This design comes from an exercise in tuning for small area, a short achievable clock period and few clock cycles per item on the open sky130 flow, not from production work.
RTL that was checked went through simulation tests only; none was proved equivalent to the original.
No activity file was given, so power comes from the tool's default toggle rates.

== build 15 ==
## pattern_date_time_parser_top
module pattern_date_time_parser_top (
    input  logic                i_clk,
    input  logic                i_rst_n,
    input  logic                i_in_valid,
    output logic                o_in_stall,
    input  logic [8:0]          i_in_data,
    output logic                o_out_valid,
    input  logic                i_out_stall,
    output logic [50:0]         o_out_data,
    input  logic                i_cfg_wr_en,
    input  logic [0:0]          i_cfg_index,
    input  logic [63:0]         i_cfg_wdata
);
Size: about 910 cells after synthesis, roughly 130 I/O pins.
export LEC_CHECK = 0
export CAP_MARGIN = 20
export CORE_MARGIN = 2
export CORE_UTILIZATION = 40
export CTS_BUF_LIST = sky130_fd_sc_hd__clkbuf_8 sky130_fd_sc_hd__clkbuf_16
export CTS_CLUSTER_SIZE = 30
export SLEW_MARGIN = 20
create_clock -name core_clock -period 10.5 [get_ports {i_clk}]
standard.sh (not shown) runs the stock make flow with config.mk's settings and CLKGATE_MAP_FILE= SYNTH_SCRIPT=/design/flow/synth_recipe.tcl, a recipe that flattens the netlist after the stock synthesis.
==> flow/flow/run.sh <==
#!/bin/bash
# Own layout flow: the standard ORFS flow (standard.sh), unchanged except
#  - port buffers use a small fast buffer cell (every port still gets one);
set -euo pipefail
export BUFFER_PORTS_ARGS="-buffer_cell sky130_fd_sc_hd__buf_2"
export SETUP_SLACK_MARGIN=7.3
bash standard.sh > standard.log 2>&1
Testbench counts of build 15, summed over its fixed seeds: cycles 233,181, chars 233,009.
## Diff of input files: build 92 against build 15
- a change of CTS_BUF_LIST from sky130_fd_sc_hd__clkbuf_8 sky130_fd_sc_hd__clkbuf_16 to sky130_fd_sc_hd__clkbuf_8
- an added ABC_AREA of 1
diff --git a/flow/flow/run.sh b/flow/flow/run.sh
--- a/flow/flow/run.sh
+++ b/flow/flow/run.sh
@@ -5,2 +5,2 @@
-export BUFFER_PORTS_ARGS="-buffer_cell sky130_fd_sc_hd__buf_2"
-export SETUP_SLACK_MARGIN=7.3
+export BUFFER_PORTS_ARGS="-buffer_cell sky130_fd_sc_hd__buf_1"
+export SETUP_SLACK_MARGIN=7.5
--- outcome ---
- Taking build 15 as the reference, in build 92 max-slew violation total from the final report now sits at about the same level; final cell count without fillers grew by 228; cell area after synthesis fell by 2.4%; final critical-path required period moved down.
- Re register-to-register slack: build 92 and build 15 aren't equal, and the lower value belongs to build 15.
- Comparing build 15 with build 92, the required time at the worst-slack endpoint came out essentially unchanged.
- Re proportion of synthesized chip area in sequential cells: build 92 and build 15 aren't equal, and the higher value belongs to build 92.
- Build 92 vs build 15: number of fill cells down slightly
- Compared with build 15, build 92 is the less power-hungry design.
Input changes introduced in build 2 (baseline for comparison: build 92):
- putting TNS_END_PERCENT at 20 where nothing was set
diff --git a/flow/flow/run.sh b/flow/flow/run.sh
--- a/flow/flow/run.sh
+++ b/flow/flow/run.sh
@@ -6 +6 @@
-export SETUP_SLACK_MARGIN=7.5
+export SETUP_SLACK_MARGIN=7.3
## What came out
Per the final summary, build 2 finished and its layout is clean on timing, DRC and antenna.
From build 92 to build 2 the numbers moved as follows: largest fanout on the critical path went up 3, worst hold path stage count ~0 delta.
Build 2 ends up with a layout cell share with drive strength beyond 1 that is 11 points lower than in build 92.
Max fraction of area in registers across build 2 and build 92: build 2
Any difference in power attributed to sequential cells between build 2 and build 92 is small enough to ignore.
On worst hold margin, build 2 and build 92 are neck and neck.
Build 2 and build 92 ended up with nearly the same sequential cell fraction of total power.
The core of build 2 is less densely filled than that of build 92.
The following lists how build 52 was set up differently from build 2:
- clearing TNS_END_PERCENT, which used to be 20
- clearing ABC_AREA, which used to be 1
diff --git a/flow/flow/run.sh b/flow/flow/run.sh
--- a/flow/flow/run.sh
+++ b/flow/flow/run.sh
@@ -5 +5 @@
-export BUFFER_PORTS_ARGS="-buffer_cell sky130_fd_sc_hd__buf_1"
+export BUFFER_PORTS_ARGS="-buffer_cell sky130_fd_sc_hd__buf_2"
Findings:
- Build 52 did not stop at any stage, and its layout met the timing, DRC and antenna checks.
- Per the comparison of build 52 with build 2, utilization up 1.2 points, first-pass GRT wire length up 4.2%, final worst slack up 0.052 ns.
- Initial cell density of the core: build 52 vs build 2 up 0.48 points
- Number of nets at the end of the flow ends up higher on build 2.
- Diff build 2 -> build 52: placed wire-length estimate increased 1.2%, period utilization decreased 0.49 points.
- Build 52 vs build 2, share of total power in combinational logic went down by 0.8 points.
- [build 52] signal arrival time at the worst endpoint fell 0.05 ns relative to build 2

* * *

pattern_date_time_parser_top, a different RTL version from the one above (not shown whole).
Size in the first run: ~1000 cells after synthesis, ~9600 um^2 of cells after synthesis.
==> flow/config.mk <==
export PLATFORM = sky130hd
export DESIGN_NAME = pattern_date_time_parser_top
export DESIGN_NICKNAME = pattern_date_time_parser_top
export VERILOG_FILES = /design/flow/design.v
export SDC_FILE = /design/flow/constraint.sdc
export NUM_CORES = 4
export LEC_CHECK = 0
export CAP_MARGIN = 20
export CORE_MARGIN = 2
export CORE_UTILIZATION = 40
export SLEW_MARGIN = 20
==> flow/constraint.sdc <==
create_clock -name core_clock -period 10.5 [get_ports {i_clk}]
set_input_delay 2.1000 -clock core_clock [delete_from_list [all_inputs] [get_ports {i_clk}]]
set_output_delay 2.1000 -clock core_clock [all_outputs]
set_load 0.01 [all_outputs]
==> flow/flow/run.sh <==
#!/bin/bash
# Own layout flow: the standard ORFS flow (standard.sh), unchanged except
#  - port buffers use a small fast buffer cell (every port still gets one);
set -euo pipefail
export BUFFER_PORTS_ARGS="-buffer_cell sky130_fd_sc_hd__buf_2"
export SETUP_SLACK_MARGIN=7.0
bash standard.sh > standard.log 2>&1
The baseline completed without violations.
Next try:
==> flow/run.sh (new file) <==
#!/bin/bash
# synth_recipe.tcl (not shown) runs the flow's synth.tcl, then flattens the netlist and writes it again
# the make line also repeats each setting of config.mk as NAME=value (left out here)
make -C /OpenROAD-flow-scripts/flow DESIGN_CONFIG=/design/flow/config.mk WORK_HOME=/design/flow/orfs CLKGATE_MAP_FILE= SYNTH_SCRIPT=/design/flow/synth_recipe.tcl finish
removed: flow/flow/run.sh
removed: flow/standard.sh
What happened: Worst hold slack stays flat; sequential cell count stays the same; setup slack got worse by 420 ps; design area came out higher slightly; sequential power stays flat; combinational power drops by a few percent; routed wire length shrinks by a few percent; utilization grows by 0.94 points; critical path depth is unchanged.
No functional check of the RTL was part of any run of this note.

* * *

RTL: one of the versions met above, not the one the previous note started from.
For scale: roughly 160 flip-flops, roughly 130 I/O pins, roughly 9100 sq um of cells after synthesis.
## pattern_date_time_parser_top
module pattern_date_time_parser_top (
    input  logic                i_clk,
    input  logic                i_rst_n,
    input  logic                i_in_valid,
    output logic                o_in_stall,
    input  logic [8:0]          i_in_data,
    output logic                o_out_valid,
    input  logic                i_out_stall,
    output logic [50:0]         o_out_data,
    input  logic                i_cfg_wr_en,
    input  logic [0:0]          i_cfg_index,
    input  logic [63:0]         i_cfg_wdata
);
    logic [63:0] r_codes;
    logic [4:0]  r_len;          
    logic        r_cz;           
    logic [4:0]  len;            
    logic        r_hv;           
    logic [5:0]  r_head;
    logic        r_stall;
    logic        hv_n, last_n, first_n, ov_n, first, ov;
    logic [5:0]  in_item;
    logic        in_dig;
    logic        step;
    logic        head_load;
    always_ff @(posedge i_clk) begin
        if (!i_rst_n) begin
            r_len <= '0;
            r_cz  <= 1'b1;
        end else if (i_cfg_wr_en) begin
            if (i_cfg_index == pdtp_pkg::C_REG_PATTERN_CODES)
                r_cz <= 1'b0;
            else
                r_len <= i_cfg_wdata[4] ? 5'd16 : {1'b0, i_cfg_wdata[3:0]};
        end
    end
    always_ff @(posedge i_clk) begin
  ...
Settings: LEC_CHECK=0, ABC_AREA=1, CAP_MARGIN=20, CORE_MARGIN=2, CORE_UTILIZATION=40, SLEW_MARGIN=20; clock period 10.5 ns.
==> flow/flow/run.sh <==
#!/bin/bash
# Own layout flow: the standard ORFS flow (standard.sh), unchanged except
#  - port buffers use a small fast buffer cell (every port still gets one);
set -euo pipefail
export BUFFER_PORTS_ARGS="-buffer_cell sky130_fd_sc_hd__buf_1"
export SETUP_SLACK_MARGIN=7.4
bash standard.sh > standard.log 2>&1
Testbench counts at the start, summed over its fixed seeds: cycles 233,181, chars 233,009.
==> next run, changes <==
--- a/flow/flow/run.sh
+++ b/flow/flow/run.sh
@@ -5,3 +5,3 @@
 export BUFFER_PORTS_ARGS="-buffer_cell sky130_fd_sc_hd__buf_1"
-export SETUP_SLACK_MARGIN=7.4
+export SETUP_SLACK_MARGIN=7.3
 bash standard.sh > standard.log 2>&1
ABC_AREA = default   (was 1)
CTS_BUF_LIST = sky130_fd_sc_hd__clkbuf_8   (was default)
CTS_CLUSTER_SIZE = 30   (was default)
Result: Core utilization came out lower by 0.74 points. Clock-buffer cell count came out lower by 1. First-iteration DRC count came out higher by 34%. Cell area came out lower by 0.35%. Wire length came out higher by 3.9%. Final cell count came out lower by 13%. Via count came out lower by 3.8%.

* * *

Setup of v37:
pattern_date_time_parser_top again, from the RTL that the note above started with.
export LEC_CHECK = 0
export ABC_AREA = 1
export CAP_MARGIN = 20
export CORE_MARGIN = 2
export CORE_UTILIZATION = 40
export SLEW_MARGIN = 20
create_clock -name core_clock -period 10.5 [get_ports {i_clk}]
==> flow/flow/run.sh <==
#!/bin/bash
# Own layout flow: the standard ORFS flow (standard.sh), unchanged except
#  - port buffers use a small buffer cell (every port still gets one);
#  - the clock tree uses a clkbuf_16 root buffer and clkbuf_8 buffers below.
# The design, constraints, clock period, synthesis, floorplan, power grid,
# tap cells, placement and routing are the standard flow's.
set -euo pipefail
export BUFFER_PORTS_ARGS="-buffer_cell sky130_fd_sc_hd__buf_1"
export SETUP_SLACK_MARGIN=7.3
export CTS_ARGS="-sink_clustering_enable -repair_clock_nets -buf_list sky130_fd_sc_hd__clkbuf_8 -root_buf sky130_fd_sc_hd__clkbuf_16 -sink_clustering_size 30"
bash standard.sh > standard.log 2>&1
Both conditions hold for v37: the flow ran to the end and the final layout passed the timing, DRC and antenna checks.
Testbench counts of v37, summed over its fixed seeds: cycles 233,181, chars 233,009.
Input-level comparison between v33 and v37:
Settings: an added CTS_CLUSTER_SIZE of 30; an added CTS_BUF_LIST of sky130_fd_sc_hd__clkbuf_8; a deleted ABC_AREA that had been 1.
==> flow/flow/run.sh <==
#!/bin/bash
# Own layout flow: the standard ORFS flow (standard.sh), unchanged except
#  - port buffers use a small fast buffer cell (every port still gets one);
set -euo pipefail
export BUFFER_PORTS_ARGS="-buffer_cell sky130_fd_sc_hd__buf_2"
export SETUP_SLACK_MARGIN=7.2
bash standard.sh > standard.log 2>&1
==> run notes <==
The flow did not stop early for v33: all stages ran, and the layout cleared the timing, DRC and antenna checks. Number of combinational gates with multiple inputs shrinks by more than 10% when moving from v37 to v33. Count of inserted tapcells in v33 is about 10% higher than in v37. Design area ends up lower on v37.
Here is what was changed in the inputs of v1 compared with v33.
--- a/flow/flow/run.sh
+++ b/flow/flow/run.sh
@@ -5,3 +5,3 @@
 export BUFFER_PORTS_ARGS="-buffer_cell sky130_fd_sc_hd__buf_2"
-export SETUP_SLACK_MARGIN=7.2
+export SETUP_SLACK_MARGIN=7.6
 bash standard.sh > standard.log 2>&1
Switching part of the total power (v1 over v33): increase, 0.42 points. In v1, the number of fillers in the final layout came out 134 below the value in v33. Going from v33 to v1, peak supply drop flat, number of nets in the finished design increased 81. Re clock period minus final worst setup slack: v1 and v33 aren't equal, and the higher value belongs to v33. Wire length up 8.0% in v1 wrt v33. v1 against v33: clock skew about even, final core area utilization rose 5.4 points.
Input-level comparison between v10 and v1:
Settings: SLEW_MARGIN: 20 -> 5; CAP_MARGIN: 20 -> 5; ABC_AREA: unset -> 1.
--- a/flow/flow/run.sh
+++ b/flow/flow/run.sh
@@ -4,4 +4,4 @@
 set -euo pipefail
-export BUFFER_PORTS_ARGS="-buffer_cell sky130_fd_sc_hd__buf_2"
-export SETUP_SLACK_MARGIN=7.6
+export BUFFER_PORTS_ARGS="-buffer_cell sky130_fd_sc_hd__buf_1"
+export SETUP_SLACK_MARGIN=7.3
 bash standard.sh > standard.log 2>&1
[summary]
Looking at largest fanout on the critical path across v1 and v10, the one that comes out higher is v10. v10 vs. v1: final standard cell area without fillers fell by 1500 µm², routability congestion estimate grew by about 1.2%, power after layout went down, largest incremental delay on the critical path increased 0.02 ns. [compare] base=v1 new=v10: post-route clock period utilization shows an increase of 0.16 points; average footprint of a synthesized cell fell by about 20%; post-layout net count climbed 146.

* * *

run A:
pattern_date_time_parser_top, a different RTL version from the one above (not shown whole).
Size: ~170 flip-flops, ~130 I/O pins.
==> flow/config.mk <==
export PLATFORM = sky130hd
export DESIGN_NAME = pattern_date_time_parser_top
export DESIGN_NICKNAME = pattern_date_time_parser_top
export VERILOG_FILES = /design/flow/design.v
export SDC_FILE = /design/flow/constraint.sdc
export NUM_CORES = 4
export LEC_CHECK = 0
export CAP_MARGIN = 20
export CORE_MARGIN = 2
export CORE_UTILIZATION = 40
export SLEW_MARGIN = 20
==> flow/constraint.sdc <==
create_clock -name core_clock -period 10.5 [get_ports {i_clk}]
set_input_delay 2.1000 -clock core_clock [delete_from_list [all_inputs] [get_ports {i_clk}]]
set_output_delay 2.1000 -clock core_clock [all_outputs]
set_load 0.01 [all_outputs]
==> flow/flow/run.sh <==
#!/bin/bash
# Own layout flow: the standard ORFS flow (standard.sh), unchanged except
#  - port buffers use a small fast buffer cell (every port still gets one);
set -euo pipefail
export BUFFER_PORTS_ARGS="-buffer_cell sky130_fd_sc_hd__buf_2"
export SETUP_SLACK_MARGIN=7.2
bash standard.sh > standard.log 2>&1
Testbench counts of run A, summed over its fixed seeds: cycles 233,137, chars 233,009.
### run A -> run B
- CORE_UTILIZATION changed from 40 to 55
- CTS_BUF_LIST newly set to sky130_fd_sc_hd__clkbuf_8
- CTS_CLUSTER_SIZE newly set to 30
==> flow/flow/run.sh <==
#!/bin/bash
# Own layout flow: the standard ORFS flow (standard.sh), unchanged except
#  - port buffers use a small fast buffer cell (every port still gets one);
set -euo pipefail
export BUFFER_PORTS_ARGS="-buffer_cell sky130_fd_sc_hd__buf_2"
export SETUP_SLACK_MARGIN=7.3
bash standard.sh > standard.log 2>&1
### Flow results
From run A to run B the numbers moved as follows: clock share of power moved down, overall power moved down, post-route core utilization moved up, area overhead of the layout relative to synthesis moved down, cell count along the critical path moved down.
STATUS leakage power total: run B wins against run A
### run B -> run C
- clearing CTS_CLUSTER_SIZE, which used to be 30
- clearing CTS_BUF_LIST, which used to be sky130_fd_sc_hd__clkbuf_8
- swapping 55 for 40 in CORE_UTILIZATION
==> flow/flow/run.sh <==
#!/bin/bash
# Own layout flow: the standard ORFS flow (standard.sh), unchanged except
#  - port buffers use a small fast buffer cell (every port still gets one);
set -euo pipefail
export BUFFER_PORTS_ARGS="-buffer_cell sky130_fd_sc_hd__buf_2"
export SETUP_SLACK_MARGIN=6.8
bash standard.sh > standard.log 2>&1
Results
Per the final summary, run C finished and its layout is clean on timing, DRC and antenna.
Worst slew margin relative to its limit, run B and run C: smaller value in run B
Run C vs run B on clock-buffer cell count: run C is the higher one.
Compared with run B, in run C setup slack now sits lower; number of logic stages on the critical path including buffering now sits higher.
Run C ended with less average wire per standard cell than run B.
Run C ended with less switching share of power than run B.
--- input diff run C..run D ---
- CTS_CLUSTER_SIZE now 30, previously not set
- CTS_BUF_LIST now sky130_fd_sc_hd__clkbuf_8, previously not set
==> flow/flow/run.sh <==
#!/bin/bash
# Own layout flow: the standard ORFS flow (standard.sh), unchanged except
#  - port buffers use a small fast buffer cell (every port still gets one);
set -euo pipefail
export BUFFER_PORTS_ARGS="-buffer_cell sky130_fd_sc_hd__buf_2"
export SETUP_SLACK_MARGIN=7.3
bash standard.sh > standard.log 2>&1
==> run notes <==
- Run D went all the way through synthesis, placement and routing and the layout is clean on timing, DRC and antenna.
- Max via count across run D and run C: run D
- Changes observed in run D relative to run C: sum of routed wire segments on met1 now larger, setup slack now sits higher, met3 track utilization from global routing dropped 0.45 points.
- Cmp run D and run C / combinational power / higher: run D
- Looking at quantity of gates resized following cts, run D sits 23 above run C.
- Fmax (higher): run D
- Run D -> run C: final hold slack flat
- For run C, the worst setup path endpoint was u_parse.r_c0[2], unlike run D, where it was o_out_data[42].
- Clock skew ends up lower on run C.

what the ideal ports hide:
Ports are ideal in the flow. The routed layouts listed here were re-timed in OpenROAD. Step 1 (the two cells are an assumption about what drives the block):
set clk [get_ports {i_clk}]
set_driving_cell -lib_cell sky130_fd_sc_hd__clkbuf_16 $clk
set_driving_cell -lib_cell sky130_fd_sc_hd__buf_2 [delete_from_list [all_inputs] $clk]
Step 2 times the ports against the registers' clock, not the clock port: input delays grow and output delays shrink by t, the midpoint of the rising clock arrivals with the driver on. Three values: no drivers, after step 1, after step 2; two values: the first two.
run | t (ns) | setup WS [ns] | latest minus earliest clock arrival (ns)
build 15 | 0.482 | 7.348 / 7.304 / 7.143 | 0.013 / 0.014
build 92 | 0.504 | 7.404 / 7.366 / 7.108 | 0.017 / 0.017
build 2 | 0.510 | 7.309 / 7.269 / 6.967 | 0.017 / 0.017
build 52 | 0.518 | 7.361 / 7.318 / 7.139 | 0.020 / 0.020
the first run of note 2 | 0.476 | 6.389 / 6.342 / 6.773 | 0.016 / 0.016
the second run of note 2 | 0.477 | 5.973 / 5.926 / 6.090 | 0.016 / 0.015
the first run of note 3 | 0.487 | 7.423 / 7.378 / 7.111 | 0.016 / 0.016
the second run of note 3 | 0.495 | 7.357 / 7.321 / 7.093 | 0.027 / 0.028
v37 | 0.430 | 7.391 / 7.349 / 7.113 | 0.019 / 0.019
v33 | 0.516 | 7.294 / 7.250 / 7.142 | 0.019 / 0.019
v1 | 0.517 | 7.384 / 7.341 / 7.298 | 0.020 / 0.020
v10 | 0.497 | 7.367 / 7.329 / 6.950 | 0.021 / 0.021
run A | 0.479 | 7.281 / 7.309 / 6.829 | 0.011 / 0.011
run B | 0.506 | 7.360 / 7.320 / 6.875 | 0.021 / 0.021
run C | 0.476 | 6.941 / 6.941 / 6.613 | 0.013 / 0.013
run D | 0.504 | 7.358 / 7.315 / 6.908 | 0.019 / 0.019
After both steps every run listed still meets setup and hold. For run B, which loses most, drivers alone change the setup slack by -0.040 ns; drivers and shift together by -0.485 ns.
